This is an optimization exercise on Yosys and OpenROAD, whose aim is small area, a short achievable clock period and few clock cycles per item, not a production implementation. At most, simulation tests tie the RTL to the original design; equivalence was not proved. For runs 6 and 7, only the layout was checked, not whether the RTL still works.

**flow/run.sh**
```bash
#!/bin/bash
# The standard layout (the standard.sh, synthesis included, unchanged),
# except that the port buffers are buf_4 cells: the default pick is a slow
# delay cell that repair_timing cannot swap out (footprint matching), and it
# sits on the host_addr -> host_rdata read path. Make's full output goes to
# flow_make.log here; each ORFS step also keeps its own log under orfs/logs.
set -euo pipefail
bash standard.sh BUFFER_PORTS_ARGS="-buffer_cell sky130_fd_sc_hd__buf_4" finish > flow_make.log 2>&1
```
**standard.sh**
```bash
#!/bin/bash
# synth_recipe.tcl (not shown) runs the flow's synth.tcl, then flattens the netlist and writes it again
# the make line also repeats each setting of config.mk as NAME=value (left out here)
make -C /OpenROAD-flow-scripts/flow DESIGN_CONFIG=/design/flow/config.mk WORK_HOME=/design/flow/orfs CLKGATE_MAP_FILE= SYNTH_SCRIPT=/design/flow/synth_recipe.tcl "${@:-finish}"
```
**config.mk**
```make
export PLATFORM = sky130hd
export DESIGN_NAME = tpu_top
export DESIGN_NICKNAME = tpu_top
export VERILOG_FILES = /design/flow/design.v
export SDC_FILE = /design/flow/constraint.sdc
export NUM_CORES = 4
export LEC_CHECK = 0
export ABC_AREA = 1
export CAP_MARGIN = 20
export CORE_MARGIN = 2
export CORE_UTILIZATION = 50
export CTS_BUF_LIST = sky130_fd_sc_hd__clkbuf_16
export CTS_CLUSTER_DIAMETER = 120
export CTS_CLUSTER_SIZE = 22
export SETUP_SLACK_MARGIN = 3.0
export SLEW_MARGIN = 20
export TNS_END_PERCENT = 0
```
**constraint.sdc**
```tcl
create_clock -name core_clock -period 7.5 [get_ports {clk}]
set_input_delay 1.5000 -clock core_clock [delete_from_list [all_inputs] [get_ports {clk}]]
set_output_delay 1.5000 -clock core_clock [all_outputs]
set_load 0.01 [all_outputs]
```
**design.v**
```verilog
package tpu_pkg;
    typedef logic [3:0]  addr_t;
    typedef logic [15:0] word_t;
    typedef enum logic [1:0] {BANK_A, BANK_B, BANK_RESULT, BANK_NONE} bank_sel_t;
endpackage
`timescale 1ns/10ps
module mac_pe (
    input  logic [3:0]  neg,
    input  logic [3:0]  one,
    input  logic [3:0]  two,
    input  logic [7:0]  b,
    input  logic [15:0] acc,
    output logic [15:0] sum
);
    logic [8:0] bx;
    assign bx = {b[7], b};
    logic [8:0] pp0;
    logic [8:0] pp1;
    logic [8:0] pp2;
    logic [8:0] pp3;
    always_comb begin
        for (int t = 0; t < 9; t++) begin
            pp0[t] = ((one[0] & bx[t]) | (two[0] & ((t == 0) ? 1'b0 : bx[t-1]))) ^ neg[0];
        end
        pp0[8] = ~pp0[8];
        for (int t = 0; t < 9; t++) begin
            pp1[t] = ((one[1] & bx[t]) | (two[1] & ((t == 0) ? 1'b0 : bx[t-1]))) ^ neg[1];
        end
        pp1[8] = ~pp1[8];
        for (int t = 0; t < 9; t++) begin
            pp2[t] = ((one[2] & bx[t]) | (two[2] & ((t == 0) ? 1'b0 : bx[t-1]))) ^ neg[2];
        end
        pp2[8] = ~pp2[8];
        for (int t = 0; t < 9; t++) begin
            pp3[t] = ((one[3] & bx[t]) | (two[3] & ((t == 0) ? 1'b0 : bx[t-1]))) ^ neg[3];
        end
        pp3[8] = ~pp3[8];
    end
    logic [23:0] fs, fc;
    logic [11:0] hs, hc;
    assign hs[0] = acc[4] ^ neg[2];
    assign hc[0] = acc[4] & neg[2];
    assign hs[1] = acc[5] ^ pp0[5];
    assign hc[1] = acc[5] & pp0[5];
    assign fs[0] = acc[6] ^ neg[3] ^ pp0[6];
    assign fc[0] = (acc[6] & neg[3]) | (acc[6] & pp0[6]) | (neg[3] & pp0[6]);
    assign hs[2] = pp1[4] ^ pp2[2];
    assign hc[2] = pp1[4] & pp2[2];
    assign fs[1] = acc[7] ^ pp0[7] ^ pp1[5];
    assign fc[1] = (acc[7] & pp0[7]) | (acc[7] & pp1[5]) | (pp0[7] & pp1[5]);
    assign hs[3] = pp2[3] ^ pp3[1];
    assign hc[3] = pp2[3] & pp3[1];
    assign fs[2] = acc[8] ^ pp0[8] ^ pp1[6];
    assign fc[2] = (acc[8] & pp0[8]) | (acc[8] & pp1[6]) | (pp0[8] & pp1[6]);
    assign hs[4] = pp2[4] ^ pp3[2];
    assign hc[4] = pp2[4] & pp3[2];
    assign fs[3] = acc[9] ^ pp1[7] ^ pp2[5];
    assign fc[3] = (acc[9] & pp1[7]) | (acc[9] & pp2[5]) | (pp1[7] & pp2[5]);
    assign hs[5] = acc[10] ^ pp1[8];
    assign hc[5] = acc[10] & pp1[8];
    assign hs[6] = acc[2] ^ neg[1];
    assign hc[6] = acc[2] & neg[1];
    assign hs[7] = acc[3] ^ pp0[3];
    assign hc[7] = acc[3] & pp0[3];
    assign fs[4] = hs[0] ^ pp0[4] ^ pp1[2];
    assign fc[4] = (hs[0] & pp0[4]) | (hs[0] & pp1[2]) | (pp0[4] & pp1[2]);
    assign fs[5] = hc[0] ^ pp1[3] ^ pp2[1];
    assign fc[5] = (hc[0] & pp1[3]) | (hc[0] & pp2[1]) | (pp1[3] & pp2[1]);
    assign fs[6] = pp3[0] ^ hc[1] ^ hs[2];
    assign fc[6] = (pp3[0] & hc[1]) | (pp3[0] & hs[2]) | (hc[1] & hs[2]);
    assign fs[7] = hc[2] ^ hs[3] ^ fc[0];
    assign fc[7] = (hc[2] & hs[3]) | (hc[2] & fc[0]) | (hs[3] & fc[0]);
    assign fs[8] = hc[3] ^ hs[4] ^ fc[1];
    assign fc[8] = (hc[3] & hs[4]) | (hc[3] & fc[1]) | (hs[4] & fc[1]);
    assign fs[9] = pp3[3] ^ hc[4] ^ fc[2];
    assign fc[9] = (pp3[3] & hc[4]) | (pp3[3] & fc[2]) | (hc[4] & fc[2]);
    assign fs[10] = pp2[6] ^ pp3[4] ^ hs[5];
    assign fc[10] = (pp2[6] & pp3[4]) | (pp2[6] & hs[5]) | (pp3[4] & hs[5]);
    assign fs[11] = acc[11] ^ pp2[7] ^ pp3[5];
    assign fc[11] = (acc[11] & pp2[7]) | (acc[11] & pp3[5]) | (pp2[7] & pp3[5]);
    assign hs[8] = acc[12] ^ pp2[8];
    assign hc[8] = acc[12] & pp2[8];
    assign hs[9] = acc[0] ^ neg[0];
    assign hc[9] = acc[0] & neg[0];
    assign hs[10] = acc[1] ^ pp0[1];
    assign hc[10] = acc[1] & pp0[1];
    assign fs[12] = hs[6] ^ pp0[2] ^ pp1[0];
    assign fc[12] = (hs[6] & pp0[2]) | (hs[6] & pp1[0]) | (pp0[2] & pp1[0]);
    assign fs[13] = hc[6] ^ pp1[1] ^ hs[7];
    assign fc[13] = (hc[6] & pp1[1]) | (hc[6] & hs[7]) | (pp1[1] & hs[7]);
    assign fs[14] = pp2[0] ^ hc[7] ^ fs[4];
    assign fc[14] = (pp2[0] & hc[7]) | (pp2[0] & fs[4]) | (hc[7] & fs[4]);
    assign fs[15] = hs[1] ^ fc[4] ^ fs[5];
    assign fc[15] = (hs[1] & fc[4]) | (hs[1] & fs[5]) | (fc[4] & fs[5]);
    assign fs[16] = fc[5] ^ fs[0] ^ fs[6];
    assign fc[16] = (fc[5] & fs[0]) | (fc[5] & fs[6]) | (fs[0] & fs[6]);
    assign fs[17] = fs[1] ^ fc[6] ^ fs[7];
    assign fc[17] = (fs[1] & fc[6]) | (fs[1] & fs[7]) | (fc[6] & fs[7]);
    assign fs[18] = fs[2] ^ fc[7] ^ fs[8];
    assign fc[18] = (fs[2] & fc[7]) | (fs[2] & fs[8]) | (fc[7] & fs[8]);
    assign fs[19] = fs[3] ^ fc[8] ^ fs[9];
    assign fc[19] = (fs[3] & fc[8]) | (fs[3] & fs[9]) | (fc[8] & fs[9]);
    assign fs[20] = fc[3] ^ fs[10] ^ fc[9];
    assign fc[20] = (fc[3] & fs[10]) | (fc[3] & fc[9]) | (fs[10] & fc[9]);
    assign fs[21] = hc[5] ^ fs[11] ^ fc[10];
    assign fc[21] = (hc[5] & fs[11]) | (hc[5] & fc[10]) | (fs[11] & fc[10]);
    assign fs[22] = pp3[6] ^ hs[8] ^ fc[11];
    assign fc[22] = (pp3[6] & hs[8]) | (pp3[6] & fc[11]) | (hs[8] & fc[11]);
    assign fs[23] = acc[13] ^ pp3[7] ^ hc[8];
    assign fc[23] = (acc[13] & pp3[7]) | (acc[13] & hc[8]) | (pp3[7] & hc[8]);
    assign hs[11] = acc[14] ^ pp3[8];
    assign hc[11] = acc[14] & pp3[8];
    logic [15:0] row_a, row_b;
    assign row_a = {acc[15], fc[23], fc[22], fc[21], fc[20], fc[19], fc[18], fc[17], fc[16], fc[15], fc[14], fc[13], fc[12], hc[10], hc[9], pp0[0]};
    assign row_b = {hc[11], hs[11], fs[23], fs[22], fs[21], fs[20], fs[19], fs[18], fs[17], fs[16], fs[15], fs[14], fs[13], fs[12], hs[10], hs[9]};
    assign sum = row_a + row_b;
endmodule
`timescale 1ns/10ps
module tpu_top (
    input  logic               clk,
    input  logic               rst_n,
    input  logic               start_valid,
    input  logic               host_we,
    input  tpu_pkg::bank_sel_t host_bank,
    input  tpu_pkg::addr_t     host_addr,
    input  tpu_pkg::word_t     host_wdata,
    output logic               start_ready,
    output logic               busy,
    output logic               done,
    output tpu_pkg::word_t     host_rdata
);
    logic [7:0]  bank_a [16];
    logic [7:0]  bank_b [16];
    logic [15:0] bank_c [16];
    logic [3:0]  fidx;
    logic [3:0]  step;
    logic        calc;
    logic        done_r;
    always_ff @(posedge clk or negedge rst_n) begin
        if (!rst_n) begin
            busy   <= 1'b0;
            calc   <= 1'b0;
            done_r <= 1'b0;
            step   <= '0;
            fidx   <= '0;
        end else begin
            done_r <= calc && (step == 4'd15);
            if (!busy) begin
                if (start_valid) begin
                    busy <= 1'b1;
                    calc <= 1'b1;
                    fidx <= 4'd1;
                end
            end else begin
                if (calc) step <= step + 4'd1;
                if (fidx != 4'd0) fidx <= fidx + 4'd1;
                if (calc && step == 4'd15) calc <= 1'b0;
                if (done_r) busy <= 1'b0;
            end
        end
    end
    assign start_ready = ~busy;
    assign done        = done_r;
    logic host_wr;
    assign host_wr = host_we && !busy;
    logic [7:0]  fa_a;
    logic [3:0]  op_neg, op_one, op_two;
    logic [7:0]  op_b [4];
    logic [1:0]  fk;
    assign fk = fidx[1:0];
    assign fa_a = (host_wr && host_bank == tpu_pkg::BANK_A && host_addr == 4'd0) ?
                  host_wdata[7:0] : bank_a[fidx];
    always_ff @(posedge clk) begin
        for (int r = 0; r < 4; r++) begin
            logic hi, mid, lo;
            hi  = fa_a[2*r+1];
            mid = fa_a[2*r];
            lo  = (r == 0) ? 1'b0 : fa_a[2*r-1];
            op_neg[r] <= hi;
            op_one[r] <= mid ^ lo;
            op_two[r] <= (hi & ~mid & ~lo) | (~hi & mid & lo);
        end
        for (int j = 0; j < 4; j++) begin
            if (host_wr && host_bank == tpu_pkg::BANK_B && host_addr == 4'(j))
                op_b[j] <= host_wdata[7:0];
            else
                op_b[j] <= bank_b[{fk, 2'(j)}];
        end
    end
    logic [15:0] acc [4];
    logic [15:0] sum [4];
    logic        last;
    assign last = (step[1:0] == 2'd3);
    localparam logic [15:0] ACC_INIT = 16'hAC00;
    for (genvar j = 0; j < 4; j++) begin : g_mac
        mac_pe mac_inst (
            .neg (op_neg),
            .one (op_one),
            .two (op_two),
            .b   (op_b[j]),
            .acc (acc[j]),
            .sum (sum[j])
        );
    end
    always_ff @(posedge clk) begin
        for (int j = 0; j < 4; j++) acc[j] <= (calc && !last) ? sum[j] : ACC_INIT;
    end
    logic [15:0] c_wdata [4];
    logic [15:0] c_we;
    always_comb begin
        for (int j = 0; j < 4; j++) c_wdata[j] = busy ? sum[j] : host_wdata;
        for (int w = 0; w < 16; w++) begin
            c_we[w] = (host_wr && host_bank == tpu_pkg::BANK_RESULT && host_addr == 4'(w)) ||
                      (calc && last && step[3:2] == 2'(w / 4));
        end
    end
    always_ff @(posedge clk or negedge rst_n) begin
        if (!rst_n) begin
            for (int w = 0; w < 16; w++) begin
                bank_a[w] <= '0;
                bank_b[w] <= '0;
            end
        end else begin
            for (int w = 0; w < 16; w++) begin
                if (host_wr && host_bank == tpu_pkg::BANK_A && host_addr == 4'(w))
                    bank_a[w] <= host_wdata[7:0];
                if (host_wr && host_bank == tpu_pkg::BANK_B && host_addr == 4'(w))
                    bank_b[w] <= host_wdata[7:0];
            end
        end
    end
    logic [15:0] c_val;
    logic [15:0] c_data [16];
    always_ff @(posedge clk or negedge rst_n) begin
        if (!rst_n) begin
            c_val <= '0;
        end else begin
            c_val <= c_val | c_we;
        end
    end
    always_ff @(posedge clk) begin
        for (int w = 0; w < 16; w++) begin
            if (c_we[w]) c_data[w] <= c_wdata[w % 4];
        end
    end
    always_comb begin
        for (int w = 0; w < 16; w++) bank_c[w] = c_val[w] ? c_data[w] : 16'd0;
    end
    always_comb begin
        case (host_bank)
            tpu_pkg::BANK_A:      host_rdata = {{8{bank_a[host_addr][7]}}, bank_a[host_addr]};
            tpu_pkg::BANK_B:      host_rdata = {{8{bank_b[host_addr][7]}}, bank_b[host_addr]};
            tpu_pkg::BANK_RESULT: host_rdata = bank_c[host_addr];
            default:              host_rdata = '0;
        endcase
    end
endmodule
```
==> impl_metrics.json, run 1 <==
{
  "status": "complete, no violations",
  "clkLatencyLatePin_ns": 0.62,
  "hold_viol": 0,
  "post_drt_wl_per_cell_um": 24.9,
  "cts.sinks": 647,
  "slew_headroom_pct": 26.2,
  "io_buffers": 44,
  "initial_core_util_pct": 50.6,
  "hp-class": "register to register",
  "final_area_mm2": 0.0407,
  "post-place-cells": 5164,
  "dpl.hpwl_um": 91800,
  "synth.most_common_cell": "nand2_1",
  "die_h_um": 273,
  "fin_cells": 5325,
  "synthFlopType": "dfrtp_1",
  "syn_area_mm2": 0.0362,
  "antenna_found_initial": 0,
  "start_kind": "primary input",
  "synth-seq-cells": 647,
  "startpoint": "host_addr[3]",
  "skew_ns": 0.0309,
  "hold_start": "c_val[14]",
  "rsz0062_at_grt": "yes",
  "synth-async-reset-ratio_pct": 43.7,
  "diodes": 0,
  "cp_max_fo": 7,
  "crit_required_ns": 6.00,
  "gp_congestion": 0.998,
  "gr-total-overflow": 0,
  "synth_top_area_cell": "edfxtp_1",
  "synthToLayoutAreaGrowth_pct": 12.4,
  "rows": 98,
  "routed_wl_um": 133000,
  "arrival_ns": 3.26,
  "h-tree-depth": 2,
  "seq_area_frac_synth_pct": 46.8,
  "die_width_um": 273,
  "tightest_slew_ns": 1.11,
  "synth_common_cells": "nand2_1, o21ai_0, inv_1, dfrtp_1, nor2_1",
  "clockRootBuffer": "clkbuf_16",
  "cts_buffers": 36,
  "clk_path_buf_depth": 3,
  "nets": 4588,
  "ys_warn_count": 17,
  "setup_viol": 0,
  "period_minus_slack_ns": 4.76,
  "drive_gt1_share_pct": 9.69,
  "max_freq_mhz": 210,
  "first_pass_iters": 7,
  "ant_nets": 0,
  "cts_tree": "done",
  "yosysUniqueCellTypes": 42,
  "viasPerCell": 5.84,
  "grt_max_degree": 90,
  "synthTopCellsByArea": "edfxtp_1, dfrtp_1, nand2_1, o21ai_0, dfxtp_1",
  "die_area_mm2": 0.0746,
  "track_usage_pct": 34.9,
  "period_share_pct": 63.4,
  "r2r-start": "op_one[0]",
  "synth_edf_count": 256,
  "core_mm2": 0.0716,
  "cts.clk_slew.worst_paths_ns": 0.09,
  "drt_iter0_markers": 3796,
  "vias": 31100,
  "syn_nets": 4532,
  "remaining_drc_errors": 0,
  "hold_buffers": 0,
  "grt_pass1_vias": 29100,
  "cap_violations": 0,
  "ios": 45,
  "synth_cells": 4292,
  "worstSetupEndpointType": "output pin",
  "avgSynthCellArea_um2": 8.44,
  "tns_ns": 0,
  "grt_pass1_wl_um": 192000,
  "synth_top_area_share_pct": 21.2,
  "slew_viol_final": 0,
  "placed_area_mm2": 0.0375,
  "worstSetupPathType": "primary input to output pin",
  "fill_cells": 6632
}
sequential cells by signal, summed over array words and instances (netlist names):
name and cells:
acc 64, busy 1, done_r 1, calc 1
bank_b 128, op_one 4, op_b 32, c_data 256
op_neg 4, bank_a 128, c_val 16, op_two 4
step 4, fidx 4
final timing paths:
check / to / cells past startpoint / slack [ns]
max in group asynchronous: c_val[0] / 2 / 5.25
worst min register to register: c_val[14] / 1 / 0.47
worst min-delay path: c_val[14] / 1 / 0.47
worst max-delay path: host_rdata[0] / 13 / 2.74
min in group asynchronous: bank_b[1][2] / 1 / 0.89
worst max register to register: c_data[4][8] / 13 / 2.94
cell type report:
type                    instances  area, um^2  area share, %
multi-input cells            3035       17600           43.3
clock buffers                  36         901           2.21
repair inverters                1        8.76         0.0215
repair buffers                196        2130           5.23
well taps                     950        1190           2.92
inverters                     431        1710           4.19
clock inverters                29         190          0.467
flip-flops and latches        647       16900           41.6
routing by layer:
layer  track usage [%]  vias up  share of wire [%]
li1                  -    14200                  -
met1              48.3    15000                 40
met2              54.8     1600                 45
met3              4.45      331                8.8
met4              16.0        0                5.7
met5                 0        -                  0
through the flow:
| stage | util [%] | hold WS, ns | worst slack (ns) |
|---|---|---|---|
| after floorplan | - | 0.440 | 3.29 |
| after global placement | 52.4 | 0.450 | 2.02 |
| after detailed placement | 52.4 | 0.453 | 2.00 |
| after CTS | 55.4 | 0.475 | 2.75 |
| after global routing | 56.8 | 0.491 | 2.72 |
| final | 56.8 | 0.474 | 2.74 |
critical path, stage by stage:
cell	delay (ns)
buf_12	0.12
inv_6	0.07
nor2_4	0.04
buf_12	0.14
nand2_8	0.09
inv_6	0.05
buf_12	0.14
buf_4	0.13
nand2_1	0.05
nand4_1	0.19
o21bai_2	0.38
nand3_1	0.16
buf_4	0.17
cells in the final DEF (no fill, tap or decap), drive strengths merged, types with 2 or more instances in the layout:
cell type  count
nor3          20
nand3        146
dfrtp        283
xnor2         22
ha           114
fa           100
nand3b         5
nor2         308
o211ai         3
nand4         81
clkinv         4
a221oi        24
o2111ai        2
clkbuf        39
inv          455
o221ai         5
nand2       1303
edfxtp       256
buf          192
a21o           3
or2           17
o21ai        449
o21bai        39
a21oi         70
xor2         170
dfxtp        108
o22ai        148
logic make-up after synthesis:
| kind of cell | after synthesis | share of synthesized area, % |
|---|---|---|
| buffers and inverters | 612 | 6.53 |
| xor gates and xnor gates | 192 | 4.64 |
| adders and majority gates | 214 | 9.47 |
| and+or+nand+nor | 1880 | 21.1 |
| DFF | 647 | 46.8 |
| muxes | 1 | 0.0311 |
| AOI/OAI and AO/OA | 746 | 11.5 |
timing repair:
action,in CTS,in global routing
resized for setup,130,117
gates cloned,3,4
setup endpoints to repair,121,141
hold endpoints to repair,0,0
setup buffers,41,47
pin swaps,26,40
Testbench counts, summed over its fixed seeds: cycles 20,480, items 320.
==> run 2, diff against run 1 <==
--- a/config.mk
+++ b/config.mk
@@ -9,9 +9,9 @@
 export CAP_MARGIN = 20
 export CORE_MARGIN = 2
-export CORE_UTILIZATION = 50
+export CORE_UTILIZATION = 40
 export CTS_BUF_LIST = sky130_fd_sc_hd__clkbuf_16
 export CTS_CLUSTER_DIAMETER = 120
 export CTS_CLUSTER_SIZE = 22
-export SETUP_SLACK_MARGIN = 3.0
+export SETUP_SLACK_MARGIN = 2.8
 export SLEW_MARGIN = 20
 export TNS_END_PERCENT = 0
==> run 2 against run 1 <==
Still clean. Final area fell by 2.6%. Clock-buffer cell count is 1 lower. Maximum frequency decreased by 3.7%. Routed wire length is 0.17% lower. Synthesized cell count is the same. Area after synthesis unchanged. Final cell count increased by 3.0%. Worst setup slack got worse by 0.19 ns. Clock skew is 0.014 ns higher. Die area increased by 25%.
==> impl_metrics.json, run 2 <==
{
  "slew_viol_final": 0,
  "largest_reg_flops": 256,
  "ios": 45,
  "regMostFlops": "c_data",
  "synth.most_common_cell": "nand2_1",
  "synthTopCellsByArea": "edfxtp_1, dfrtp_1, nand2_1, o21ai_0, dfxtp_1",
  "slowest_stage": "nor3_1",
  "nets": 4527,
  "tightest_slew_ns": 1.18,
  "ys_warn_count": 17,
  "max_freq_mhz": 202,
  "synthToLayoutAreaGrowth_pct": 9.50,
  "post-route-util_pct": 44.1,
  "crit_family": "simple AND/OR/NAND/NOR gates",
  "clockRootBuffer": "clkbuf_16",
  "worstSetupPathType": "primary input to output pin",
  "antenna_found_initial": 4,
  "clkLatencyLatePin_ns": 0.64,
  "track_usage_pct": 28.0,
  "remaining_drc_errors": 0,
  "fill_cells": 8907,
  "worst-path-buf-inv": 4,
  "vias": 30700,
  "first_pass_iters": 6,
  "period_share_pct": 65.9,
  "initial_core_util_pct": 40.3,
  "hold_buffers": 0,
  "dpl.hpwl_um": 93500,
  "slew_headroom_pct": 20.3,
  "synth_top_area_share_pct": 21.2,
  "cp_cell_sequence": "buf_4 -> nand2_2 -> inv_2 -> nand2_2 -> inv_4 -> nand2_1 -> nand2_1 -> nor3_1 -> nand2_1 -> nand2_1 -> nand3_1 -> buf_4",
  "h-tree-depth": 2,
  "gp_congestion": 1.03,
  "max_stage_delay_ns": 0.29,
  "routed_wl_um": 132000,
  "arrival_ns": 3.44,
  "synth_edf_count": 256,
  "io_buffers": 44,
  "start_kind": "primary input",
  "ant_nets": 0,
  "synthFlopType": "dfrtp_1",
  "synth_top_area_cell": "edfxtp_1",
  "yosysUniqueCellTypes": 42,
  "skew_ns": 0.0447,
  "die_h_um": 305,
  "cts_buffers": 35,
  "synth_common_cells": "nand2_1, o21ai_0, inv_1, dfrtp_1, nor2_1",
  "avgSynthCellArea_um2": 8.44,
  "setup_viol": 0,
  "cts_tree": "done",
  "rows": 110,
  "layout_top_registers": "c_data x256, bank_a x128, bank_b x128",
  "post_drt_wl_per_cell_um": 24.2,
  "cts.sinks": 647,
  "hp-class": "register to register",
  "cp_max_fo": 18,
  "period_minus_slack_ns": 4.94,
  "layout_commonest_cell": "nand2_1",
  "status": "complete, no violations",
  "viasPerCell": 5.60,
  "die_width_um": 305,
  "die_area_mm2": 0.0929,
  "rsz0062_at_grt": "yes",
  "grt_max_degree": 123,
  "final_cell_mix": "nand2_1, inv_1, o21ai_0",
  "synth_cells": 4292,
  "drive_gt1_share_pct": 7.54,
  "synth-async-reset-ratio_pct": 43.7,
  "core_mm2": 0.0899,
  "grt_pass1_vias": 29100,
  "tns_ns": 0,
  "synth-seq-cells": 647,
  "worstSetupEndpointType": "output pin",
  "gr-total-overflow": 0,
  "seq_area_frac_synth_pct": 46.8,
  "hold_viol": 0,
  "syn_area_mm2": 0.0362,
  "syn_nets": 4532,
  "cap_violations": 0,
  "crit_top_cell": "nand2_1",
  "clk_path_buf_depth": 3,
  "cts.clk_slew.worst_paths_ns": 0.09,
  "crit_required_ns": 6.00,
  "drt_iter0_markers": 3538,
  "grt_pass1_wl_um": 194000
}
-- run 2: cell counts after synthesis --
No cell type changed its count.
-- run 2: path summary, 6_finish.rpt --
| check | end | cells after the start | start | slack (ns) |
|---|---|---|---|---|
| min | c_val[11] | 1 | c_val[11] | 0.48 |
| max in group asynchronous | bank_a[6][0] | 2 | rst_n | 5.16 |
| max reg2reg | c_data[14][6] | 12 | op_one[2] | 2.71 |
| min reg2reg | c_val[11] | 1 | c_val[11] | 0.48 |
| min in group asynchronous | bank_b[14][0] | 1 | rst_n | 0.89 |
| max | host_rdata[5] | 12 | host_addr[2] | 2.56 |
-- run 2: cell families after synthesis --
group,after synthesis,share of synthesized area (%)
AO/OA/AOI/OAI,746,11.5
XOR/XNOR,192,4.64
adder cells (fa/ha/maj),214,9.47
buffers and inverters,612,6.53
flip-flops,647,46.8
multiplexers,1,0.0311
AND/OR/NAND/NOR,1880,21.1
-- run 2: per-stage QoR --
stage / cell area [um^2] / hold slack (ns) / instances / setup WS, ns
after floorplan: 36200 / 0.440 / 4292 / 3.29
after global placement: 37800 / 0.450 / 5388 / 1.96
after detailed placement: 37800 / 0.455 / 5389 / 1.95
after CTS: 39300 / 0.478 / 5477 / 2.51
after global routing: 39600 / 0.493 / 5485 / 2.53
final: 39700 / 0.476 / 5486 / 2.56
-- run 2: per-layer routing --
| layer | up-vias | share of wire (%) | GRT usage, % |
|---|---|---|---|
| li1 | 14000 | - | - |
| met1 | 14800 | 42 | 39.6 |
| met2 | 1636 | 44 | 42.6 |
| met3 | 282 | 9.5 | 4.08 |
| met4 | 4 | 5.1 | 12.5 |
| met5 | - | 0.022 | 0 |
-- run 2: repair_timing --
| item | CTS | global route |
|---|---|---|
| setup buffers | 29 | 7 |
| endpoints found under the setup margin | 104 | 135 |
| endpoints found under the hold margin | 0 | 0 |
| pin swaps | 12 | 5 |
| gates cloned | 0 | 1 |
| resized for setup | 39 | 75 |
-- run 2: area by class of cell --
class	count	area (um^2)	area share, %
antenna	1	2.50	0.00631
clock buffer	35	876	2.21
clock inverter	24	168	0.423
inverter	431	1640	4.14
multi-input combinational	3034	17300	43.7
sequential	647	16900	42.7
tap	1176	1470	3.71
timing repair buffer	138	1230	3.11
==> run 3, diff against run 2 <==
--- a/config.mk
+++ b/config.mk
@@ -9,5 +9,5 @@
 export CAP_MARGIN = 20
 export CORE_MARGIN = 2
-export CORE_UTILIZATION = 40
+export CORE_UTILIZATION = 60
 export CTS_BUF_LIST = sky130_fd_sc_hd__clkbuf_16
 export CTS_CLUSTER_DIAMETER = 120
==> run 3 against run 2 <==
Worst setup slack better by 0.098 ns. Utilization is 22 points higher. Still clean. Hold slack better by 0.0059 ns. Register-to-register slack better by 0.09 ns. Maximum frequency rose by 2.0%. Routed wire length is 2.5% lower. Sequential share of layout area decreased by 0.054 points.
==> impl_metrics.json, run 3 <==
{
  "status": "complete, no violations",
  "synth.most_common_cell": "nand2_1",
  "synthFlopType": "dfrtp_1",
  "synth_top_area_cell": "edfxtp_1",
  "cap_violations": 0,
  "ys_warn_count": 17,
  "layout_top_registers": "c_data x256, bank_a x128, bank_b x128",
  "die_width_um": 250,
  "dpl.hpwl_um": 90300,
  "hp-class": "register to register",
  "synth_top_area_share_pct": 21.2,
  "synth_edf_count": 256,
  "first_pass_iters": 6,
  "track_usage_pct": 40.7,
  "avgSynthCellArea_um2": 8.44,
  "syn_area_mm2": 0.0362,
  "period_share_pct": 64.6,
  "tightest_slew_ns": 1.15,
  "viasPerCell": 6.17,
  "grt_max_degree": 142,
  "drive_gt1_share_pct": 8.37,
  "max_freq_mhz": 206,
  "layout_commonest_cell": "nand2_1",
  "initial_core_util_pct": 60.3,
  "core_mm2": 0.0600,
  "gp_congestion": 1.02,
  "r2r-start": "op_one[1]",
  "synthToLayoutAreaGrowth_pct": 9.66,
  "slew_headroom_pct": 23.4,
  "reg2reg_depth": 16,
  "hold_start": "c_val[3]",
  "period_minus_slack_ns": 4.85,
  "die_h_um": 250,
  "seq_area_frac_synth_pct": 46.8,
  "clk_path_buf_depth": 3,
  "start_kind": "primary input",
  "h-tree-depth": 2,
  "crit_required_ns": 6.00,
  "cts_buffers": 35,
  "rsz0062_at_grt": "yes",
  "drt_iter0_markers": 3792,
  "syn_nets": 4532,
  "final_cell_mix": "nand2_1, inv_1, o21ai_0",
  "arrival_ns": 3.35,
  "timing.final.ws_setup_ns": 2.65,
  "remaining_drc_errors": 0,
  "clockRootBuffer": "clkbuf_16",
  "grt_pass1_wl_um": 189000,
  "worstSetupPathType": "primary input to output pin",
  "ant_nets": 0,
  "setup_viol": 0,
  "rows": 90,
  "gr-total-overflow": 0,
  "fill_cells": 5091,
  "hold_viol": 0,
  "synth-async-reset-ratio_pct": 43.7,
  "regArea_mm2": 0.0169,
  "synth_cells": 4292,
  "cts.clk_slew.worst_paths_ns": 0.10,
  "antenna_found_initial": 0,
  "tns_ns": 0,
  "worstSetupEndpointType": "output pin",
  "synth_common_cells": "nand2_1, o21ai_0, inv_1, dfrtp_1, nor2_1",
  "synth-seq-cells": 647,
  "nets": 4551,
  "whs_path_depth": 1,
  "cp_max_fo": 12,
  "synthTopCellsByArea": "edfxtp_1, dfrtp_1, nand2_1, o21ai_0, dfxtp_1",
  "reg2reg_setup_slack_ns": 2.80,
  "dp_slack_ns": 1.58,
  "routed_wl_um": 129000,
  "cts_tree": "done",
  "timing.rr.end": "c_data[12][13]",
  "slew_viol_final": 0,
  "cts.sinks": 647,
  "yosysUniqueCellTypes": 42,
  "holdWs_ns": 0.482,
  "post_drt_wl_per_cell_um": 25.2,
  "skew_ns": 0.0314,
  "die_area_mm2": 0.0623,
  "clkLatencyLatePin_ns": 0.61,
  "multi_input_area_mm2": 0.0175,
  "regMostFlops": "c_data",
  "largest_reg_flops": 256,
  "hold_end": "c_val[3]",
  "ios": 45,
  "grt_pass1_vias": 29800,
  "vias": 31600,
  "io_buffers": 44
}
==> run 3: what timing repair did <==
action                                 4_1_cts  5_1_grt
hold buffers                                 0        0
buffers inserted                            43       16
gates resized for setup                     56      108
setup endpoints to repair                   96      134
endpoints found under the hold margin        0        0
pin swaps                                   17       20
cloned                                       2        4
==> run 3: how the worst max path moves through the flow <==
stage                             from        endpoint  slack (ns)
final                     host_addr[0]   host_rdata[2]        2.65
after global routing      host_addr[0]   host_rdata[2]        2.67
after detailed placement  host_addr[1]   host_rdata[7]        1.58
after floorplan           host_addr[0]  host_rdata[10]        3.29
after global placement    host_addr[1]   host_rdata[7]        1.62
after CTS                 host_addr[0]   host_rdata[3]        2.57
==> run 3: cell families after synthesis <==
group | count (synthesis) | share of synthesized area, %
flip-flops | 647 | 46.8
XOR/XNOR | 192 | 4.64
adder cells (fa/ha/maj) | 214 | 9.47
AND/OR/NAND/NOR | 1880 | 21.1
multiplexers | 1 | 0.0311
buffers and inverters | 612 | 6.53
AO/OA/AOI/OAI | 746 | 11.5
==> run 3: cell type report <==
cell class | count | share of cell area [%]
multi-input cells | 3035 | 44.1
clock buffers | 35 | 2.21
repair buffers | 160 | 3.93
diodes | 1 | 0.00630
flip-flops and latches | 647 | 42.7
well taps | 782 | 2.46
repair inverters | 1 | 0.0189
inverters | 431 | 4.22
clock inverters | 28 | 0.447
==> run 3: critical path, stage by stage <==
cell	delay [ns]
buf_4	0.15
nand2_2	0.12
inv_4	0.11
nand2_8	0.19
inv_4	0.14
nand2_2	0.13
nand2_1	0.07
nor2_1	0.09
nand4_1	0.24
o21bai_1	0.25
nand3_2	0.16
buf_4	0.19
==> run 3: per-stage QoR <==
stage	utilization [%]	cell area [um^2]	instances
3_3_place_gp	62.1	37200	4988
3_5_place_dp	62.1	37300	4988
2_1_floorplan	-	36200	4292
4_1_cts	64.9	39000	5096
6_report	66.2	39700	5120
5_1_grt	66.2	39700	5119
==> run 3: routing by layer <==
layer	share of wire, %	up-vias	track usage (%)
li1	-	14100	-
met1	38	15000	54.2
met2	45	2001	62.9
met3	10	431	7.47
met4	7.0	0	23.8
met5	0	-	0
==> run 4, diff against run 3 <==
--- a/config.mk
+++ b/config.mk
@@ -9,5 +9,5 @@
 export CAP_MARGIN = 20
 export CORE_MARGIN = 2
-export CORE_UTILIZATION = 60
+export CORE_UTILIZATION = 50
 export CTS_BUF_LIST = sky130_fd_sc_hd__clkbuf_16
 export CTS_CLUSTER_DIAMETER = 120
==> run 4 against run 3 <==
Clock-buffer cell count is 1 higher. Final cell count is 3.0% higher. Hold slack worse by 0.0079 ns. Largest cell class unchanged. Via count is 3.1% lower. Register-to-register slack hardly changed. Critical path depth stayed put. Still clean on timing, DRC and antenna. Area after synthesis stayed put. Worst setup slack worse by 0.011 ns.
==> impl_metrics.json, run 4 <==
{
  "status": "complete, no violations",
  "timing.final.ws_setup_ns": 2.64,
  "synth_top_area_cell": "edfxtp_1",
  "worstSetupEndpointType": "output pin",
  "grt_pass1_vias": 28900,
  "first_pass_iters": 6,
  "cp_max_fo": 8,
  "die_area_mm2": 0.0746,
  "drt_iter0_markers": 3524,
  "cts_buffers": 36,
  "r2r-start": "op_neg[0]",
  "h-tree-depth": 2,
  "synthTopCellsByArea": "edfxtp_1, dfrtp_1, nand2_1, o21ai_0, dfxtp_1",
  "arrival_ns": 3.36,
  "hold_end": "c_val[14]",
  "clockRootBuffer": "clkbuf_16",
  "gr-total-overflow": 0,
  "ios": 45,
  "viasPerCell": 5.80,
  "cts_tree": "done",
  "tightest_slew_ns": 1.14,
  "vias": 30600,
  "placed_area_mm2": 0.0375,
  "track_usage_pct": 34.6,
  "final_area_mm2": 0.0396,
  "layout_top_registers": "c_data x256, bank_a x128, bank_b x128",
  "hold_start": "c_val[14]",
  "gp_congestion": 0.998,
  "ant_nets": 0,
  "slew_headroom_pct": 24.1,
  "ys_warn_count": 17,
  "syn_nets": 4532,
  "period_share_pct": 64.8,
  "setup_viol": 0,
  "rsz0062_at_grt": "yes",
  "period_minus_slack_ns": 4.86,
  "post_drt_wl_per_cell_um": 24.6,
  "remaining_drc_errors": 0,
  "regMostFlops": "c_data",
  "final_cell_mix": "nand2_1, inv_1, o21ai_0",
  "synthToLayoutAreaGrowth_pct": 9.36,
  "holdWs_ns": 0.474,
  "avgSynthCellArea_um2": 8.44,
  "grt_max_degree": 90,
  "dp_slack_ns": 2.00,
  "synth_cells": 4292,
  "synth-async-reset-ratio_pct": 43.7,
  "grt_pass1_wl_um": 191000,
  "slew_viol_final": 0,
  "start_kind": "primary input",
  "die_h_um": 273,
  "max_freq_mhz": 206,
  "synth_edf_count": 256,
  "worstSetupPathType": "primary input to output pin",
  "cts.clk_slew.worst_paths_ns": 0.09,
  "syn_area_mm2": 0.0362,
  "die_width_um": 273,
  "rows": 98,
  "cts.sinks": 647,
  "cap_violations": 0,
  "synth.most_common_cell": "nand2_1",
  "synthFlopType": "dfrtp_1",
  "synth_top_area_share_pct": 21.2,
  "seq_area_frac_synth_pct": 46.8,
  "yosysUniqueCellTypes": 42,
  "largest_reg_flops": 256,
  "initial_core_util_pct": 50.6,
  "core_mm2": 0.0716,
  "clk_path_buf_depth": 3,
  "diodes": 0,
  "antenna_found_initial": 0,
  "timing.rr.end": "c_data[3][8]",
  "io_buffers": 44,
  "whs_path_depth": 1,
  "hp-class": "register to register",
  "hold_buffers": 0,
  "dpl.hpwl_um": 91800,
  "clkLatencyLatePin_ns": 0.62,
  "layout_commonest_cell": "nand2_1",
  "hold_viol": 0,
  "crit_required_ns": 6.00,
  "synth_common_cells": "nand2_1, o21ai_0, inv_1, dfrtp_1, nor2_1",
  "reg2reg_setup_slack_ns": 2.80,
  "reg2reg_depth": 12,
  "skew_ns": 0.0280,
  "drive_gt1_share_pct": 7.95,
  "fill_cells": 6757,
  "tns_ns": 0,
  "synth-seq-cells": 647,
  "routed_wl_um": 130000,
  "nets": 4538
}
run 4: logic make-up (layout without fill, tap and decap cells):
| family | after synthesis | count (layout) | synth area share (%) |
|---|---|---|---|
| buf+inv | 612 | 643 | 6.53 |
| mux | 1 | 1 | 0.0311 |
| simple gates | 1880 | 1882 | 21.1 |
| compound gates | 746 | 746 | 11.5 |
| xor+xnor | 192 | 192 | 4.64 |
| fa+ha+maj | 214 | 214 | 9.47 |
| flops | 647 | 647 | 46.8 |
run 4: final cells by class:
cell class	instances	area (um^2)	share of cell area, %
multi-input combinational	3035	17300	43.8
sequential	647	16900	42.8
inverter	431	1660	4.20
timing repair buffer	147	1390	3.51
tap	950	1190	3.00
clock buffer	36	901	2.27
clock inverter	29	190	0.480
run 4: metal layers:
| metal | track usage, % | share of wire [%] |
|---|---|---|
| met5 | 0 | 0 |
| met4 | 15.6 | 5.3 |
| met3 | 4.40 | 8.3 |
| met2 | 54.5 | 45 |
| met1 | 48.0 | 41 |
run 4: per-stage QoR:
stage	util (%)	cells
floorplan	-	4292
global placement	52.4	5164
detailed placement	52.4	5164
CTS	54.8	5263
global route	55.3	5275
finish	55.3	5275
run 4: worst max path at each step:
stage                       startpoint             end  slack [ns]  depth (start not counted)
after floorplan           host_addr[0]  host_rdata[10]        3.29                         11
after CTS                 host_addr[3]   host_rdata[7]        2.58                         14
after detailed placement  host_addr[0]   host_rdata[7]        2.00                         12
after global placement    host_addr[0]   host_rdata[7]        2.02                         12
final                     host_addr[3]   host_rdata[5]        2.64                         12
after global routing      host_addr[1]   host_rdata[1]        2.63                         13
run 4: critical path, stage by stage:
cell	delay (ns)
buf_4	0.15
inv_2	0.09
nand2_2	0.10
nor2_2	0.39
buf_4	0.31
nand2_1	0.07
nand4_1	0.12
nor2_1	0.10
nand3_1	0.13
nand3_1	0.09
nand3_2	0.17
buf_4	0.14
run 4: timing repair:
action / CTS / global route
buffers inserted: 33 / 9
endpoints found under the setup margin: 88 / 120
pin swaps: 15 / 11
gates resized for setup: 57 / 70
gates cloned: 1 / 2
==> run 5, diff against run 4 <==
==> run.sh (new file) <==
#!/bin/bash
# synth_recipe.tcl (not shown) runs the flow's synth.tcl, then flattens the netlist and writes it again
# the make line also repeats each setting of config.mk as NAME=value (left out here)
make -C /OpenROAD-flow-scripts/flow DESIGN_CONFIG=/design/flow/config.mk WORK_HOME=/design/flow/orfs CLKGATE_MAP_FILE= SYNTH_SCRIPT=/design/flow/synth_recipe.tcl finish
removed: flow/run.sh
removed: standard.sh
==> run 5 against run 4 <==
Die area unchanged. Utilization rose by 1.0 points. Register-to-register slack gained 0.03 ns. Non-clock buffer count rose by 28. Final cell count rose by 0.55%. Hold slack better by 0.00051 ns. Area after synthesis unchanged. Critical path depth up 4. First-iteration DRC count about the same. Critical path type unchanged. Largest cell class unchanged.
==> impl_metrics.json, run 5 <==
{
  "die_area_mm2": 0.0746,
  "post_drt_wl_per_cell_um": 24.9,
  "remaining_drc_errors": 0,
  "track_usage_pct": 35.5,
  "io_buffers": 44,
  "post-place-cells": 5172,
  "die_width_um": 273,
  "rows": 98,
  "post-route-util_pct": 56.3,
  "fin_cells": 5304,
  "synth-async-reset-ratio_pct": 43.7,
  "grt_pass1_wl_um": 196000,
  "vias": 31000,
  "tightest_slew_ns": 1.16,
  "ys_warn_count": 17,
  "synth_cells": 4292,
  "gp_congestion": 1.00,
  "drt_iter0_markers": 3521,
  "ant_nets": 0,
  "synthFlopType": "dfrtp_1",
  "clkLatencyLatePin_ns": 0.63,
  "cts_tree": "done",
  "synth_adder_area_share_pct": 9.47,
  "fill_cells": 6718,
  "viasPerCell": 5.84,
  "synth-seq-cells": 647,
  "yosys.area_share.simple_pct": 21.1,
  "start_kind": "primary input",
  "placed_area_mm2": 0.0377,
  "regArea_mm2": 0.0169,
  "slew_headroom_pct": 22.6,
  "synth_top_area_share_pct": 21.2,
  "period_minus_slack_ns": 4.81,
  "synth.most_common_cell": "nand2_1",
  "reg2reg_setup_slack_ns": 2.83,
  "layout_commonest_cell": "nand2_1",
  "synth_common_cells": "nand2_1, o21ai_0, inv_1, dfrtp_1, nor2_1",
  "cts.clk_slew.worst_paths_ns": 0.10,
  "synthToLayoutAreaGrowth_pct": 11.4,
  "first_pass_iters": 6,
  "cts.sinks": 647,
  "multi_input_area_mm2": 0.0176,
  "clk_path_buf_depth": 3,
  "holdWs_ns": 0.474,
  "cts_buffers": 36,
  "initial_core_util_pct": 50.6,
  "largest_reg_flops": 256,
  "clockRootBuffer": "clkbuf_16",
  "yosysUniqueCellTypes": 42,
  "antenna_found_initial": 1,
  "period_share_pct": 64.1,
  "avgSynthCellArea_um2": 8.44,
  "hp-class": "register to register",
  "drive_gt1_share_pct": 8.30,
  "synth.mux.area_fraction_pct": 0.0311,
  "synth_top_family_by_area": "simple AND/OR/NAND/NOR gates",
  "timing.final.ws_setup_ns": 2.69,
  "ios": 45,
  "rsz0062_at_grt": "yes",
  "synth_edf_count": 256,
  "dpl.hpwl_um": 93700,
  "syn_nets": 4532,
  "h-tree-depth": 2,
  "syn_area_mm2": 0.0362,
  "status": "complete, no violations",
  "layout_top_registers": "c_data x256, bank_a x128, bank_b x128",
  "final_cell_mix": "nand2_1, inv_1, o21ai_0",
  "arrival_ns": 3.31,
  "dp_slack_ns": 1.28,
  "tns_ns": 0,
  "synthXorXnorAreaFrac_pct": 4.64,
  "cap_violations": 0,
  "routed_wl_um": 132000,
  "synth_compound_area_share_pct": 11.5,
  "grt_max_degree": 123,
  "worstSetupPathType": "primary input to output pin",
  "core_mm2": 0.0716,
  "nets": 4565,
  "setup_viol": 0,
  "regMostFlops": "c_data",
  "grt_pass1_vias": 30000,
  "synthTopCellsByArea": "edfxtp_1, dfrtp_1, nand2_1, o21ai_0, dfxtp_1",
  "cp_max_fo": 6,
  "slew_viol_final": 0,
  "max_freq_mhz": 208,
  "worstSetupEndpointType": "output pin",
  "gr-total-overflow": 0,
  "die_h_um": 273,
  "hold_viol": 0,
  "skew_ns": 0.0600,
  "synth_top_area_cell": "edfxtp_1",
  "crit_required_ns": 6.00,
  "seq_area_frac_synth_pct": 46.8,
  "final_area_mm2": 0.0403
}
[run 5: worst paths after layout]
path | start | endpoint | depth (start not counted)
worst min register to register | c_val[3] | c_val[3] | 1
min in group asynchronous | rst_n | bank_b[0][2] | 1
worst max register to register | op_one[1] | c_data[15][12] | 15
worst min-delay path | c_val[3] | c_val[3] | 1
max in group asynchronous | rst_n | bank_a[7][2] | 2
worst max-delay path | host_addr[1] | host_rdata[9] | 16
[run 5: kinds of logic after synthesis]
kind of cell    after synthesis
simple gates               1880
compound gates              746
flops                       647
buf+inv                     612
fa+ha+maj                   214
xor+xnor                    192
mux                           1
[run 5: worst max-delay path: stages]
cell        delay, ns
buf_12           0.13
inv_6            0.05
nor2_4           0.04
buf_12           0.13
nand2_8          0.07
clkinvlp_4       0.09
buf_8            0.14
buf_4            0.14
nand2_1          0.05
nand2_1          0.05
nor3_1           0.18
nand3_1          0.14
nand2_4          0.16
buf_4            0.20
nand3_1          0.09
clkbuf_2         0.14
[run 5: timing repair]
item | CTS | global route
cloned | 2 | 1
pin swaps | 29 | 21
endpoints found under the setup margin | 114 | 159
hold buffers | 0 | 0
setup buffers | 48 | 13
resized for setup | 187 | 114
hold endpoints to repair | 0 | 0
[run 5: per-layer routing]
layer  global-route usage (%)  vias to the layer above  share of wire [%]
met4                     19.6                        0                6.4
met2                     54.7                     1539                 44
li1                         -                    14200                  -
met1                     48.0                    14900                 41
met5                        0                        -                  0
met3                     5.69                      359                8.2
[run 5: final cells by class]
class	count	share of cell area, %
clock inverter	28	0.478
tap	950	2.95
inverter	431	4.19
timing repair buffer	175	4.53
antenna	3	0.0186
sequential	647	42.0
clock buffer	36	2.23
multi-input combinational	3034	43.6
==> run 6, diff against run 5 <==
--- a/design.v
+++ b/design.v
@@ -206,13 +206,4 @@
         for (int j = 0; j < 4; j++) acc[j] <= (calc && !last) ? sum[j] : ACC_INIT;
     end
-    logic [15:0] c_wdata [4];
-    logic [15:0] c_we;
-    always_comb begin
-        for (int j = 0; j < 4; j++) c_wdata[j] = busy ? sum[j] : host_wdata;
-        for (int w = 0; w < 16; w++) begin
-            c_we[w] = (host_wr && host_bank == tpu_pkg::BANK_RESULT && host_addr == 4'(w)) ||
-                      (calc && last && step[3:2] == 2'(w / 4));
-        end
-    end
     always_ff @(posedge clk or negedge rst_n) begin
         if (!rst_n) begin
@@ -220,4 +211,5 @@
                 bank_a[w] <= '0;
                 bank_b[w] <= '0;
+                bank_c[w] <= '0;
             end
         end else begin
@@ -227,23 +219,10 @@
                 if (host_wr && host_bank == tpu_pkg::BANK_B && host_addr == 4'(w))
                     bank_b[w] <= host_wdata[7:0];
+                if (host_wr && host_bank == tpu_pkg::BANK_RESULT && host_addr == 4'(w))
+                    bank_c[w] <= host_wdata;
+                else if (calc && last && step[3:2] == 2'(w / 4))
+                    bank_c[w] <= sum[w % 4];
             end
         end
-    end
-    logic [15:0] c_val;
-    logic [15:0] c_data [16];
-    always_ff @(posedge clk or negedge rst_n) begin
-        if (!rst_n) begin
-            c_val <= '0;
-        end else begin
-            c_val <= c_val | c_we;
-        end
-    end
-    always_ff @(posedge clk) begin
-        for (int w = 0; w < 16; w++) begin
-            if (c_we[w]) c_data[w] <= c_wdata[w % 4];
-        end
-    end
-    always_comb begin
-        for (int w = 0; w < 16; w++) bank_c[w] = c_val[w] ? c_data[w] : 16'd0;
     end
     always_comb begin
==> config.mk (replaced) <==
export PLATFORM = sky130hd
export DESIGN_NAME = tpu_top
export DESIGN_NICKNAME = tpu_top
export VERILOG_FILES = /design/flow/design.v
export SDC_FILE = /design/flow/constraint.sdc
export NUM_CORES = 4
export LEC_CHECK = 0
export CAP_MARGIN = 20
export CORE_MARGIN = 2
export CORE_UTILIZATION = 60
export SETUP_SLACK_MARGIN = 2.5
export SLEW_MARGIN = 20
==> run 6 against run 5 <==
Still clean. Utilization is 13 points higher. Critical endpoint is now host_rdata[4]. Via count is 21% higher. Final cell count is 1.5% lower. Largest cell class unchanged. Highest routed layer is now met5.
==> impl_metrics.json, run 6 <==
{
  "status": "complete, no violations",
  "max_freq_mhz": 197,
  "vias": 37300,
  "synth_edf_count": 0,
  "cts_buffers": 70,
  "clockRootBuffer": "clkbuf_16",
  "synth-seq-cells": 631,
  "syn_area_mm2": 0.0392,
  "die_area_mm2": 0.0674,
  "rsz0062_at_grt": "yes",
  "hp-class": "register to register",
  "cap_violations": 0,
  "layout_commonest_cell": "nand2_1",
  "core_mm2": 0.0646,
  "syn_nets": 4548,
  "cts.clk_slew.worst_paths_ns": 0.06,
  "viasPerCell": 7.14,
  "synth_cells": 4308,
  "synthFlopType": "dfrtp_1",
  "h-tree-depth": 3,
  "period_minus_slack_ns": 5.08,
  "worstSetupPathType": "primary input to output pin",
  "remaining_drc_errors": 0,
  "arrival_ns": 3.58,
  "first_pass_iters": 10,
  "tightest_slew_ns": 1.35,
  "synthToLayoutAreaGrowth_pct": 14.0,
  "synthTopCellsByArea": "dfrtp_1, mux2_2, dfxtp_1, nand2_1, fa_1",
  "synth_top_area_cell": "dfrtp_1",
  "grt_pass1_vias": 34800,
  "slew_headroom_pct": 9.16,
  "ios": 45,
  "gp_congestion": 1.12,
  "grt_pass1_wl_um": 247000,
  "setup_viol": 0,
  "tns_ns": 0,
  "synth-async-reset-ratio_pct": 82.9,
  "worstSetupEndpointType": "output pin",
  "cts_tree": "done",
  "initial_core_util_pct": 60.7,
  "clk_path_buf_depth": 3,
  "period_share_pct": 67.7,
  "antenna_found_initial": 11,
  "post_drt_wl_per_cell_um": 33.3,
  "routed_wl_um": 174000,
  "cp_max_fo": 8,
  "dpl.hpwl_um": 121000,
  "yosysUniqueCellTypes": 82,
  "hold_buffers": 0,
  "synth_common_cells": "nand2_1, dfrtp_1, nor2_1, a21oi_1, o21ai_0",
  "die_h_um": 260,
  "io_buffers": 44,
  "grt_max_degree": 157,
  "start_kind": "primary input",
  "synth_top_area_share_pct": 33.4,
  "skew_ns": 0.0337,
  "final_cell_mix": "nand2_1, dfrtp_1, nor2_1",
  "ys_warn_count": 13,
  "regMostFlops": "bank_c",
  "drt_iter0_markers": 6654,
  "largest_reg_flops": 256,
  "synth.most_common_cell": "nand2_1",
  "nets": 4552,
  "gr-total-overflow": 0,
  "ant_nets": 0,
  "seq_area_frac_synth_pct": 38.9,
  "track_usage_pct": 51.0,
  "drive_gt1_share_pct": 18.1,
  "cts.sinks": 631,
  "crit_required_ns": 6.00,
  "layout_top_registers": "bank_c x256, bank_a x128, bank_b x128",
  "die_width_um": 260,
  "clkLatencyLatePin_ns": 0.64,
  "avgSynthCellArea_um2": 9.10,
  "hold_viol": 0,
  "rows": 93,
  "slew_viol_final": 0
}
run 6: final cells by class:
type                    count  area, um^2
inverters                 195         749
clock buffers              95        2060
fillers                  5060       19900
flip-flops and latches    631       15300
clock inverters            32         305
well taps                 855        1070
repair buffers            274        2810
multi-input cells        3140       22400
diodes                      5        12.5
run 6: cells by family after synthesis:
| logic type | Yosys count | synth area share (%) |
|---|---|---|
| XOR/XNOR | 202 | 4.51 |
| AO/OA/AOI/OAI | 1249 | 20.8 |
| AND/OR/NAND/NOR | 1165 | 12.6 |
| buffers and inverters | 537 | 5.56 |
| flip-flops | 631 | 38.9 |
| adder cells (fa/ha/maj) | 214 | 8.74 |
| multiplexers | 310 | 8.92 |
run 6: stage by stage:
stage | std cells | hold WS (ns) | area, um^2 | setup slack (ns) | util [%]
5_1_grt | 5222 | 0.471 | 44700 | 2.42 | 69.2
2_1_floorplan | 4308 | 0.461 | 39200 | 2.83 | -
6_report | 5227 | 0.445 | 44700 | 2.42 | 69.3
4_1_cts | 5185 | 0.446 | 44100 | 2.39 | 68.2
3_5_place_dp | 4992 | 0.438 | 40300 | 1.07 | 62.4
3_3_place_gp | 4991 | 0.429 | 40300 | 1.10 | 62.4
run 6: worst paths after layout:
path,to,depth (start not counted),slack [ns],from
min,busy,1,0.45,done_r
max reg2reg,bank_c[13][7],12,2.66,op_neg[2]
min reg2reg,busy,1,0.45,done_r
min in group asynchronous,bank_a[14][1],1,0.89,rst_n
max in group asynchronous,bank_c[13][8],2,5.21,rst_n
max,host_rdata[4],10,2.42,host_addr[2]
run 6: metal layers:
metal | share of wire [%] | vias to the layer above | global-route usage [%]
met5 | 0.17 | - | 2.21
li1 | - | 15300 | -
met3 | 17 | 715 | 24.2
met1 | 37 | 18200 | 66.6
met4 | 6.9 | 18 | 27.6
met2 | 40 | 3178 | 69.5
run 6: critical path, cell delays in order:
cell and delay, ns:
buf_16 0.14, clkbuf_16 0.18, nor2b_2 0.20, buf_4 0.16
a22o_1 0.25, a222oi_1 0.34, nand2_1 0.15, o21ai_4 0.23
nand3_2 0.14, clkdlybuf4s15_1 0.26
run 6: timing repair:
action,CTS,global route
pin swaps,28,25
resized for setup,218,59
buffers inserted,59,32
setup endpoints to repair,87,116
cloned,7,5
==> run 7, diff against run 6 <==
--- a/config.mk
+++ b/config.mk
@@ -6,7 +6,10 @@
 export NUM_CORES = 4
 export LEC_CHECK = 0
+export ABC_AREA = 1
 export CAP_MARGIN = 20
 export CORE_MARGIN = 2
 export CORE_UTILIZATION = 60
+export CTS_BUF_LIST = sky130_fd_sc_hd__clkbuf_8
+export CTS_CLUSTER_SIZE = 25
 export SETUP_SLACK_MARGIN = 2.5
 export SLEW_MARGIN = 20
==> run 7 against run 6 <==
Worst setup slack improved by 0.031 ns. Sequential cell count unchanged. Global-route usage decreased by 4.1 points. Register-to-register slack got worse by 0.05 ns. Clock skew increased by 0.0060 ns. First-iteration DRC count decreased by 17%. Maximum frequency increased by 0.61%. Still clean on timing, DRC and antenna. Via count increased by 0.69%. Synthesized cell count increased by 14%. Routed wire length decreased by 11%. Non-clock buffer count decreased by 128.
==> impl_metrics.json, run 7 <==
{
  "core_mm2": 0.0631,
  "drive_gt1_share_pct": 9.00,
  "reg2reg_depth": 16,
  "timing.rr.end": "bank_c[13][11]",
  "multi_input_area_mm2": 0.0203,
  "clk_path_buf_depth": 3,
  "remaining_drc_errors": 0,
  "r2r-start": "op_neg[0]",
  "grt_pass1_wl_um": 231000,
  "worstSetupEndpointType": "output pin",
  "layout_commonest_cell": "nand2_1",
  "h-tree-depth": 3,
  "initial_core_util_pct": 60.7,
  "regMostFlops": "bank_c",
  "seq_area_frac_synth_pct": 39.8,
  "hold_buffers": 0,
  "cp_cell_sequence": "buf_4 -> nand2_2 -> inv_1 -> nand2_1 -> buf_8 -> clkinvlp_4 -> buf_4 -> buf_6 -> nand2_1 -> nand4_1 -> o21bai_1 -> nand3_1 -> dlygate4sd2_1",
  "clkLatencyLatePin_ns": 0.77,
  "first_pass_iters": 7,
  "routed_wl_um": 155000,
  "post-route-util_pct": 67.7,
  "synth_adder_area_share_pct": 8.95,
  "startpoint": "host_addr[3]",
  "regArea_mm2": 0.0153,
  "dpl.hpwl_um": 110000,
  "syn_nets": 5150,
  "die_area_mm2": 0.0659,
  "synth_top_area_share_pct": 34.2,
  "period_minus_slack_ns": 5.05,
  "largest_reg_flops": 256,
  "synthFlopType": "dfrtp_1",
  "max_stage_delay_ns": 0.34,
  "synth.mux.area_fraction_pct": 0.0555,
  "tns_ns": 0,
  "crit_end": "host_rdata[0]",
  "hp-class": "register to register",
  "max_freq_mhz": 198,
  "ys_warn_count": 13,
  "antenna_found_initial": 4,
  "synthTopCellsByArea": "dfrtp_1, nand2_1, inv_1, dfxtp_1, o21ai_0",
  "reg2reg_setup_slack_ns": 2.61,
  "rsz0062_at_grt": "yes",
  "grt_max_degree": 152,
  "synth_compound_area_share_pct": 17.0,
  "track_usage_pct": 46.9,
  "ant_nets": 0,
  "tightest_slew_ns": 1.24,
  "die_width_um": 257,
  "rows": 92,
  "synth_top_family_by_area": "simple AND/OR/NAND/NOR gates",
  "ios": 45,
  "cts.clk_slew.worst_paths_ns": 0.06,
  "start_kind": "primary input",
  "clockRootBuffer": "clkbuf_8",
  "io_buffers": 44,
  "gr-total-overflow": 0,
  "synth-seq-cells": 631,
  "slew_headroom_pct": 16.9,
  "gp_congestion": 1.15,
  "worstSetupPathType": "primary input to output pin",
  "setup_viol": 0,
  "arrival_ns": 3.55,
  "cts_tree": "done",
  "die_h_um": 257,
  "status": "complete, no violations",
  "synthToLayoutAreaGrowth_pct": 11.4,
  "skew_ns": 0.0397,
  "synth_common_cells": "nand2_1, inv_1, dfrtp_1, o21ai_0, nor2_1",
  "viasPerCell": 6.42,
  "slowest_stage": "dlygate4sd2_1",
  "cp_max_fo": 13,
  "synth_cells": 4910,
  "slew_viol_final": 0,
  "grt_pass1_vias": 35700,
  "vias": 37600,
  "cts.sinks": 631,
  "cap_violations": 0,
  "drt_iter0_markers": 5529,
  "hold_viol": 0,
  "crit_required_ns": 6.00,
  "synth.most_common_cell": "nand2_1",
  "nets": 5162,
  "syn_area_mm2": 0.0383,
  "holdWs_ns": 0.485,
  "yosys.area_share.simple_pct": 21.2,
  "period_share_pct": 67.3,
  "synth_edf_count": 0,
  "avgSynthCellArea_um2": 7.80,
  "synth_top_area_cell": "dfrtp_1",
  "synth-async-reset-ratio_pct": 82.9,
  "synthXorXnorAreaFrac_pct": 4.43,
  "final_cell_mix": "nand2_1, inv_1, dfrtp_1",
  "post_drt_wl_per_cell_um": 26.5,
  "yosysUniqueCellTypes": 46,
  "fill_cells": 5511,
  "layout_top_registers": "bank_c x256, bank_a x128, bank_b x128",
  "cts_buffers": 107
}
## run 7: cell types whose count changed in the layout (fill, tap and decap cells not counted), sizes merged, moves of 80 or more
cell / change
nand2: +725
inv: +432
mux2: -254
a22oi: -240
a21oi: -228
o22ai: +210
nand3: +186
buf: -131
o21ai: +119
xnor2: -115
o221ai: +113
xor2: +107
o21bai: +95
a31oi: -80
## run 7: area by class of cell
cell class | instances | area share, %
multi-input cells | 3422 | 47.6
clock inverters | 61 | 1.03
inverters | 613 | 5.45
diodes | 2 | 0.0117
well taps | 846 | 2.48
clock buffers | 138 | 4.45
repair inverters | 1 | 0.0147
flip-flops and latches | 631 | 35.7
repair buffers | 146 | 3.25
## run 7: worst max-delay path: cells and delay by family
family | cells | cell delay (ns)
buffers and inverters | 7 | 1.15
AND/OR/NAND/NOR | 5 | 0.60
AO/OA/AOI/OAI | 1 | 0.29
## run 7: layer usage
| layer | global-route usage, % | wire length [um] |
|---|---|---|
| met5 | 0 | 27 |
| met4 | 32.0 | 13200 |
| met2 | 68.8 | 65300 |
| met3 | 11.2 | 19700 |
| met1 | 61.8 | 57000 |
## run 7: cell families after synthesis
kind of cell / after synthesis
AOI/OAI and AO/OA: 1039
muxes: 2
DFF: 631
adders and majority gates: 214
buffers and inverters: 857
and+or+nand+nor: 1973
xor gates and xnor gates: 194
## run 7: what timing repair did
| action | CTS | global route |
|---|---|---|
| pin swaps | 18 | 12 |
| gates cloned | 1 | 0 |
| buffers inserted | 32 | 12 |
| gates resized for setup | 156 | 31 |
| endpoints found under the setup margin | 83 | 47 |
## run 7: stage by stage
| stage | cells | setup slack (ns) | area [um^2] |
|---|---|---|---|
| finish | 5860 | 2.45 | 42700 |
| global route | 5859 | 2.41 | 42700 |
| CTS | 5846 | 2.49 | 42400 |
| detailed placement | 5614 | 1.32 | 39300 |
| global placement | 5614 | 1.28 | 39300 |
| floorplan | 4910 | 3.23 | 38300 |
## run 7: worst min-delay path by stage
stage	from	cells past startpoint	endpoint	slack (ns)
2_1_floorplan	bank_c[0][3]	2	bank_c[0][3]	0.45
4_1_cts	bank_a[15][1]	2	bank_a[15][1]	0.49
3_3_place_gp	done_r	1	busy	0.45
6_report	bank_a[15][1]	2	bank_a[15][1]	0.48
3_5_place_dp	bank_a[15][1]	2	bank_a[15][1]	0.47
5_1_grt	done_r	1	busy	0.50

[re-timing with driven ports]
How much do the figures lean on ideal ports? The routed layouts below were timed once more, with nothing changed but the port constraints.
Step 1 (the two cells are an assumption about what drives the block):
set clk [get_ports {clk}]
set_driving_cell -lib_cell sky130_fd_sc_hd__clkbuf_16 $clk
set_driving_cell -lib_cell sky130_fd_sc_hd__buf_2 [delete_from_list [all_inputs] $clk]
Step 2 also shifts input and output timing later by t, the mid clock arrival at the registers, as if the neighbouring blocks saw the same clock.
Slacks: no drivers / after step 1 / after step 2; pairs: no drivers / after step 1.
run | shift t [ns] | setup slack, ns | worst setup path after step 2
run 1 | 0.676 | 2.742 / 2.670 / 2.670 | input to output
run 2 | 0.686 | 2.557 / 2.476 / 2.476 | input to output
run 3 | 0.655 | 2.655 / 2.618 / 2.618 | input to output
run 4 | 0.674 | 2.643 / 2.598 / 2.598 | input to output
run 5 | 0.669 | 2.690 / 2.626 / 2.626 | input to output
run 6 | 0.692 | 2.424 / 2.177 / 2.177 | input to output
run 7 | 0.819 | 2.455 / 2.420 / 2.420 | input to output
After both steps setup and hold are still met in every run listed. For run 6, which loses most, drivers alone change the setup slack by -0.247 ns; drivers and shift together by -0.247 ns.
